Source: an optimization exercise on an open RTL-to-GDS flow (aim: small area and a short achievable clock period). Production flows keep margins and buffers that such runs may drop.
In this exercise RTL edits were held to simulation tests only and were not proved equivalent to the original.
No activity file was given, so power comes from the tool's default toggle rates.

== v5 ==
## datapath
module datapath (
  input  logic        CLK,
  input  logic        nRST,
  output logic        imemREN,
  output logic [31:0] imemaddr,
  input  logic [31:0] imemload,
  input  logic        ihit,
  output logic        dmemREN,
  output logic        dmemWEN,
  output logic [31:0] dmemaddr,
  output logic [31:0] dmemstore,
  input  logic [31:0] dmemload,
  input  logic        dhit,
  output logic        halt
);
==> module alu, before the edit <==
module alu (
  input  logic [31:0] a,
  input  logic [31:0] pin,      
  input  logic        sub,      
  input  logic        uns,      
  input  logic [1:0]  lop,      
  input  logic        left,     
  input  logic [2:0]  kind,     
  output logic [31:0] sum,
  output logic [31:0] res
);
  logic [31:0] b, p, g, lres, sh_in, sh_out, sres, a_rev;
  logic        cout, lt;
  logic [31:0] bx;
  assign bx = a ^ pin;
  assign b  = bx;
  ks_add32 add0 (.a(a), .pin(pin), .cin(sub), .sum(sum), .cout(cout), .p(p), .g(g));
  assign lt = ~cout ^ (~uns & (a[31] ^ bx[31] ^ sub));
  always_comb begin
    case (lop)
      2'd0: lres = g;
      2'd1: lres = p | g;
      2'd2: lres = p;
      default: lres = ~(p | g);
    endcase
  end
  always_comb begin
    for (int i = 0; i < 32; i++) a_rev[i] = a[31-i];
  end
  assign sh_in  = left ? a_rev : a;
  assign sh_out = sh_in >> b[4:0];
  always_comb begin
    for (int i = 0; i < 32; i++) sres[i] = left ? sh_out[31-i] : sh_out[i];
  end
  always_comb begin
    case (kind)
      3'd0:    res = sum;
      3'd1:    res = {31'd0, lt};
      3'd2:    res = lres;
      3'd3:    res = sres;
      default: res = b;
    endcase
  end
endmodule
==> module ks_add32, before the edit <==
module ks_add32 (
  input  logic [31:0] a,
  input  logic [31:0] pin,      
  input  logic        cin,
  output logic [31:0] sum,
  output logic        cout,
  output logic [31:0] p,        
  output logic [31:0] g         
);
  logic [31:0] g1n, p1n, g2, p2, g3n, p3n, g4, p4, g5n, p5n;
  ks_pg pg0 (.a(a), .pin(pin), .cin(cin), .p(p), .g(g));
  ks_lvl_pn #(.D(1))  l1 (.g(g),   .p(p),   .gn(g1n), .pn(p1n));
  ks_lvl_np #(.D(2))  l2 (.gn(g1n), .pn(p1n), .g(g2),   .p(p2));
  ks_lvl_pn #(.D(4))  l3 (.g(g2),  .p(p2),  .gn(g3n), .pn(p3n));
  ks_lvl_np #(.D(8))  l4 (.gn(g3n), .pn(p3n), .g(g4),   .p(p4));
  ks_lvl_pn #(.D(16)) l5 (.g(g4),  .p(p4),  .gn(g5n), .pn(p5n));
  ks_sum s0 (.p(p), .cin(cin), .cn(g5n), .sum(sum), .cout(cout));
endmodule
==> module ks_pg, before the edit <==
module ks_pg (
  input  logic [31:0] a,
  input  logic [31:0] pin,
  input  logic        cin,
  output logic [31:0] p,
  output logic [31:0] g
);
  always_comb begin
    p = pin;
    g = a & ~pin;
    g[0] = (a[0] & ~pin[0]) | ((a[0] | pin[0]) & cin);
  end
endmodule
==> module datapath, before the edit <==
module datapath (
  input  logic        CLK,
  input  logic        nRST,
  output logic        imemREN,
  output logic [31:0] imemaddr,
  input  logic [31:0] imemload,
  input  logic        ihit,
  output logic        dmemREN,
  output logic        dmemWEN,
  output logic [31:0] dmemaddr,
  output logic [31:0] dmemstore,
  input  logic [31:0] dmemload,
  input  logic        dhit,
  output logic        halt
);
  logic        brt, zext, sub, uns, left, regw, mem, lw, sw, jr, jmp, br, hlt;
  logic [1:0]  bsrc, lop, wdst;
  logic [2:0]  kind;
  logic [31:0] rdat1, rdat2;
  logic [31:0] imm32, bo, b_in, sum, res;
  logic [4:0]  wsel;
  logic [31:0] cpc, pc4, baddr, pc_d;
  logic        complete, ihit_live, taken;
  control_unit cu (
    .op(imemload[31:26]), .fn(imemload[5:0]),
    .brt(brt), .bsrc(bsrc), .zext(zext), .sub(sub), .uns(uns), .lop(lop), .left(left),
    .kind(kind), .wdst(wdst), .regw(regw), .mem(mem), .lw(lw), .sw(sw),
    .jr(jr), .jmp(jmp), .br(br), .hlt(hlt)
  );
  assign ihit_live = ihit & ~halt;
  assign complete  = mem ? (dhit & ~halt) : ihit_live;
  logic [31:0] pc_q, bt_q;
  logic        tk_q;
  assign cpc   = tk_q ? bt_q : pc_q;
  assign pc4   = cpc + 32'd4;
  assign baddr = cpc + {{{14{imemload[15]}}, imemload[15:0]} + 30'd1, 2'b00};
  assign taken = br && ((rdat1 == rdat2) ^ imemload[26]);
  always_comb begin
    if (jr)       pc_d = rdat1;
    else if (jmp) pc_d = {pc4[31:28], imemload[25:0], 2'b00};
    else          pc_d = pc4;
  end
  always_ff @(posedge CLK, negedge nRST) begin
    if (!nRST) begin
      pc_q <= 32'h0000_0000;
      tk_q <= 1'b0;
    end else if (complete) begin
      pc_q <= pc_d;
      tk_q <= taken;
    end
  end
  always_ff @(posedge CLK) begin
    if (complete) bt_q <= baddr;
  end
  assign imm32 = {{16{imemload[15] & ~zext}}, imemload[15:0]};
  always_comb begin
    case (bsrc)
      2'd0:    bo = imm32;
      2'd1:    bo = {imemload[15:0], 16'd0};
      2'd2:    bo = pc4;
      default: bo = dhit ? dmemload : imm32;
    endcase
  end
  assign b_in = brt ? rdat2 : bo;
  always_comb begin
    case (wdst)
      2'd0:    wsel = imemload[15:11];
      2'd1:    wsel = imemload[20:16];
      default: wsel = 5'd31;
    endcase
  end
  logic        pend_v;
  logic [4:0]  pend_sel;
  logic [31:0] pend_a, pend_p;
  logic        pend_sub, pend_uns, pend_left;
  logic [1:0]  pend_lop;
  logic [2:0]  pend_kind;
  always_ff @(posedge CLK, negedge nRST) begin
    if (!nRST) pend_v <= 1'b0;
    else       pend_v <= regw && complete && (wsel != 5'd0);
  end
  always_ff @(posedge CLK) begin
    pend_sel  <= wsel;
    pend_a    <= rdat1;
    pend_p    <= rdat1 ^ b_in ^ {32{sub}};
    pend_sub  <= sub;
    pend_uns  <= uns;
    pend_left <= left;
    pend_lop  <= lop;
    pend_kind <= kind;
    dmemstore <= rdat2;
  end
  alu alu0 (
    .a(pend_a), .pin(pend_p), .sub(pend_sub), .uns(pend_uns), .lop(pend_lop),
    .left(pend_left), .kind(pend_kind), .sum(sum), .res(res)
  );
  assign dmemaddr = sum;
  register_file rf (
    .CLK(CLK), .nRST(nRST), .WEN(pend_v), .wsel(pend_sel), .wdat(res),
    .rsel1(imemload[25:21]), .rsel2(imemload[20:16]),
    .rdat1(rdat1), .rdat2(rdat2)
  );
  always_ff @(posedge CLK, negedge nRST) begin
    if (!nRST)                halt <= 1'b0;
    else if (hlt && complete) halt <= 1'b1;
  end
  assign imemREN  = ~halt;
  assign imemaddr = cpc;
  request_unit ru (
    .CLK(CLK), .nRST(nRST), .ihit(ihit_live), .dhit(dhit), .dREN(lw), .dWEN(sw),
    .dmemREN(dmemREN), .dmemWEN(dmemWEN)
  );
endmodule
Settings: LEC_CHECK=0, CAP_MARGIN=20, CORE_MARGIN=2, CORE_UTILIZATION=60, PLACE_DENSITY=0.7, SLEW_MARGIN=20, SYNTH_HIERARCHICAL=1, TNS_END_PERCENT=0; clock period 13.5 ns.
standard.sh (not shown) runs the stock make flow with config.mk's settings and CLKGATE_MAP_FILE= SYNTH_SCRIPT=/design/flow/synth_recipe.tcl, a recipe that flattens the netlist after the stock synthesis.
==> flow/flow/run.sh <==
#!/bin/bash
# The standard layout (standard.sh, its synthesis unchanged) with:
# - a clock tree of clkbuf_16 with large sink clusters and no dummy loads,
# - plain buf_2 port buffers instead of the default delay-cell buffers.
set -e
EXTRA='SETUP_SLACK_MARGIN=9.5 TNS_END_PERCENT=0'
EXTRA="$EXTRA CTS_ARGS='-sink_clustering_enable -repair_clock_nets -dont_use_dummy_load -buf_list sky130_fd_sc_hd__clkbuf_16 -sink_clustering_size 22 -sink_clustering_max_diameter 100'"
EXTRA="$EXTRA BUFFER_PORTS_ARGS='-buffer_cell sky130_fd_sc_hd__buf_2'"
sed -e "s/SETUP_SLACK_MARGIN=[0-9.]* //" -e "s|\"\${@:-finish}\"|$EXTRA \"\${@:-finish}\"|" standard.sh > my_standard.sh
bash my_standard.sh > standard.log 2>&1
Setup changes, v5 to v11
diff --git a/flow/design.v b/flow/design.v
--- a/flow/design.v
+++ b/flow/design.v
@@ -144,25 +144,23 @@
   assign y = ~(a & b);
 endmodule
 `timescale 1ns/1ps
 module alu (
   input  logic [31:0] a,
-  input  logic [31:0] pin,      
+  input  logic [31:0] bx,       
   input  logic        sub,      
   input  logic        uns,      
   input  logic [1:0]  lop,      
   input  logic        left,     
   input  logic [2:0]  kind,     
   output logic [31:0] sum,
   output logic [31:0] res
 );
   logic [31:0] b, p, g, lres, sh_in, sh_out, sres, a_rev;
   logic        cout, lt;
-  logic [31:0] bx;
-  assign bx = a ^ pin;
-  assign b  = bx;
-  ks_add32 add0 (.a(a), .pin(pin), .cin(sub), .sum(sum), .cout(cout), .p(p), .g(g));
+  assign b = bx;
+  ks_add32 add0 (.a(a), .b(bx), .cin(sub), .sum(sum), .cout(cout), .p(p), .g(g));
   assign lt = ~cout ^ (~uns & (a[31] ^ bx[31] ^ sub));
   always_comb begin
     case (lop)
       2'd0: lres = g;
       2'd1: lres = p | g;
@@ -188,37 +186,37 @@
     endcase
   end
 endmodule
 module ks_add32 (
   input  logic [31:0] a,
-  input  logic [31:0] pin,      
+  input  logic [31:0] b,
   input  logic        cin,
   output logic [31:0] sum,
   output logic        cout,
   output logic [31:0] p,        
   output logic [31:0] g         
 );
   logic [31:0] g1n, p1n, g2, p2, g3n, p3n, g4, p4, g5n, p5n;
-  ks_pg pg0 (.a(a), .pin(pin), .cin(cin), .p(p), .g(g));
+  ks_pg pg0 (.a(a), .b(b), .cin(cin), .p(p), .g(g));
   ks_lvl_pn #(.D(1))  l1 (.g(g),   .p(p),   .gn(g1n), .pn(p1n));
   ks_lvl_np #(.D(2))  l2 (.gn(g1n), .pn(p1n), .g(g2),   .p(p2));
   ks_lvl_pn #(.D(4))  l3 (.g(g2),  .p(p2),  .gn(g3n), .pn(p3n));
   ks_lvl_np #(.D(8))  l4 (.gn(g3n), .pn(p3n), .g(g4),   .p(p4));
   ks_lvl_pn #(.D(16)) l5 (.g(g4),  .p(p4),  .gn(g5n), .pn(p5n));
   ks_sum s0 (.p(p), .cin(cin), .cn(g5n), .sum(sum), .cout(cout));
 endmodule
 module ks_pg (
   input  logic [31:0] a,
-  input  logic [31:0] pin,
+  input  logic [31:0] b,
   input  logic        cin,
   output logic [31:0] p,
   output logic [31:0] g
 );
   always_comb begin
-    p = pin;
-    g = a & ~pin;
-    g[0] = (a[0] & ~pin[0]) | ((a[0] | pin[0]) & cin);
+    p = a ^ b;
+    g = a & b;
+    g[0] = (a[0] & b[0]) | ((a[0] | b[0]) & cin);
   end
 endmodule
 module ks_lvl_pn #(parameter int D = 1) (
   input  logic [31:0] g,
   input  logic [31:0] p,
@@ -416,11 +414,11 @@
   assign complete  = mem ? (dhit & ~halt) : ihit_live;
   logic [31:0] pc_q, bt_q;
   logic        tk_q;
   assign cpc   = tk_q ? bt_q : pc_q;
   assign pc4   = cpc + 32'd4;
-  assign baddr = cpc + {{{14{imemload[15]}}, imemload[15:0]} + 30'd1, 2'b00};
+  assign baddr = pc4 + {{14{imemload[15]}}, imemload[15:0], 2'b00};
   assign taken = br && ((rdat1 == rdat2) ^ imemload[26]);
   always_comb begin
     if (jr)       pc_d = rdat1;
     else if (jmp) pc_d = {pc4[31:28], imemload[25:0], 2'b00};
     else          pc_d = pc4;
@@ -454,31 +452,31 @@
       default: wsel = 5'd31;
     endcase
   end
   logic        pend_v;
   logic [4:0]  pend_sel;
-  logic [31:0] pend_a, pend_p;
+  logic [31:0] pend_a, pend_b;
   logic        pend_sub, pend_uns, pend_left;
   logic [1:0]  pend_lop;
   logic [2:0]  pend_kind;
   always_ff @(posedge CLK, negedge nRST) begin
     if (!nRST) pend_v <= 1'b0;
     else       pend_v <= regw && complete && (wsel != 5'd0);
   end
   always_ff @(posedge CLK) begin
     pend_sel  <= wsel;
     pend_a    <= rdat1;
-    pend_p    <= rdat1 ^ b_in ^ {32{sub}};
+    pend_b    <= b_in ^ {32{sub}};
     pend_sub  <= sub;
     pend_uns  <= uns;
     pend_left <= left;
     pend_lop  <= lop;
     pend_kind <= kind;
     dmemstore <= rdat2;
   end
   alu alu0 (
-    .a(pend_a), .pin(pend_p), .sub(pend_sub), .uns(pend_uns), .lop(pend_lop),
+    .a(pend_a), .bx(pend_b), .sub(pend_sub), .uns(pend_uns), .lop(pend_lop),
     .left(pend_left), .kind(pend_kind), .sum(sum), .res(res)
   );
   assign dmemaddr = sum;
   register_file rf (
     .CLK(CLK), .nRST(nRST), .WEN(pend_v), .wsel(pend_sel), .wdat(res),
### Flow results
For the internal cell power, v11 came in about 2% lower than v5 did.
Utilization v5 -> v11: down
Max leakage power figure across v11 and v5: v11
Diff v5..v11 | area of the die | negligible
Compared with v5, v11 is more frugal on power.

re-timing with driven ports:
The results above use ideal ports. As a check the final layouts listed here were re-extracted and re-timed, cells and wires unchanged. Step 1 sets driving cells, clkbuf_16 on the clock port and buf_2 on the other inputs (assumed; they add their load-dependent delay and slew). Step 2 moves the port delays by t, midway between the first and last clock arrival at a register: inputs arrive t later, outputs are due t later. That takes back most of the time a late clock gives input paths. Slacks: ideal / step 1 / step 2; pairs: ideal / step 1.
run | t (ns) | setup WS [ns] | hold slack, ns | worst setup path after step 2
v5 | 0.730 | 8.003 / 8.046 / 7.316 | 0.469 / 0.469 / 0.469 | input to register
v11 | 0.784 | 8.000 / 7.939 / 7.154 | 0.471 / 0.471 / 0.471 | input to register
After both steps setup and hold are still met in every run listed. For v11, which loses most, drivers alone change the setup slack by -0.061 ns; drivers and shift together by -0.846 ns.
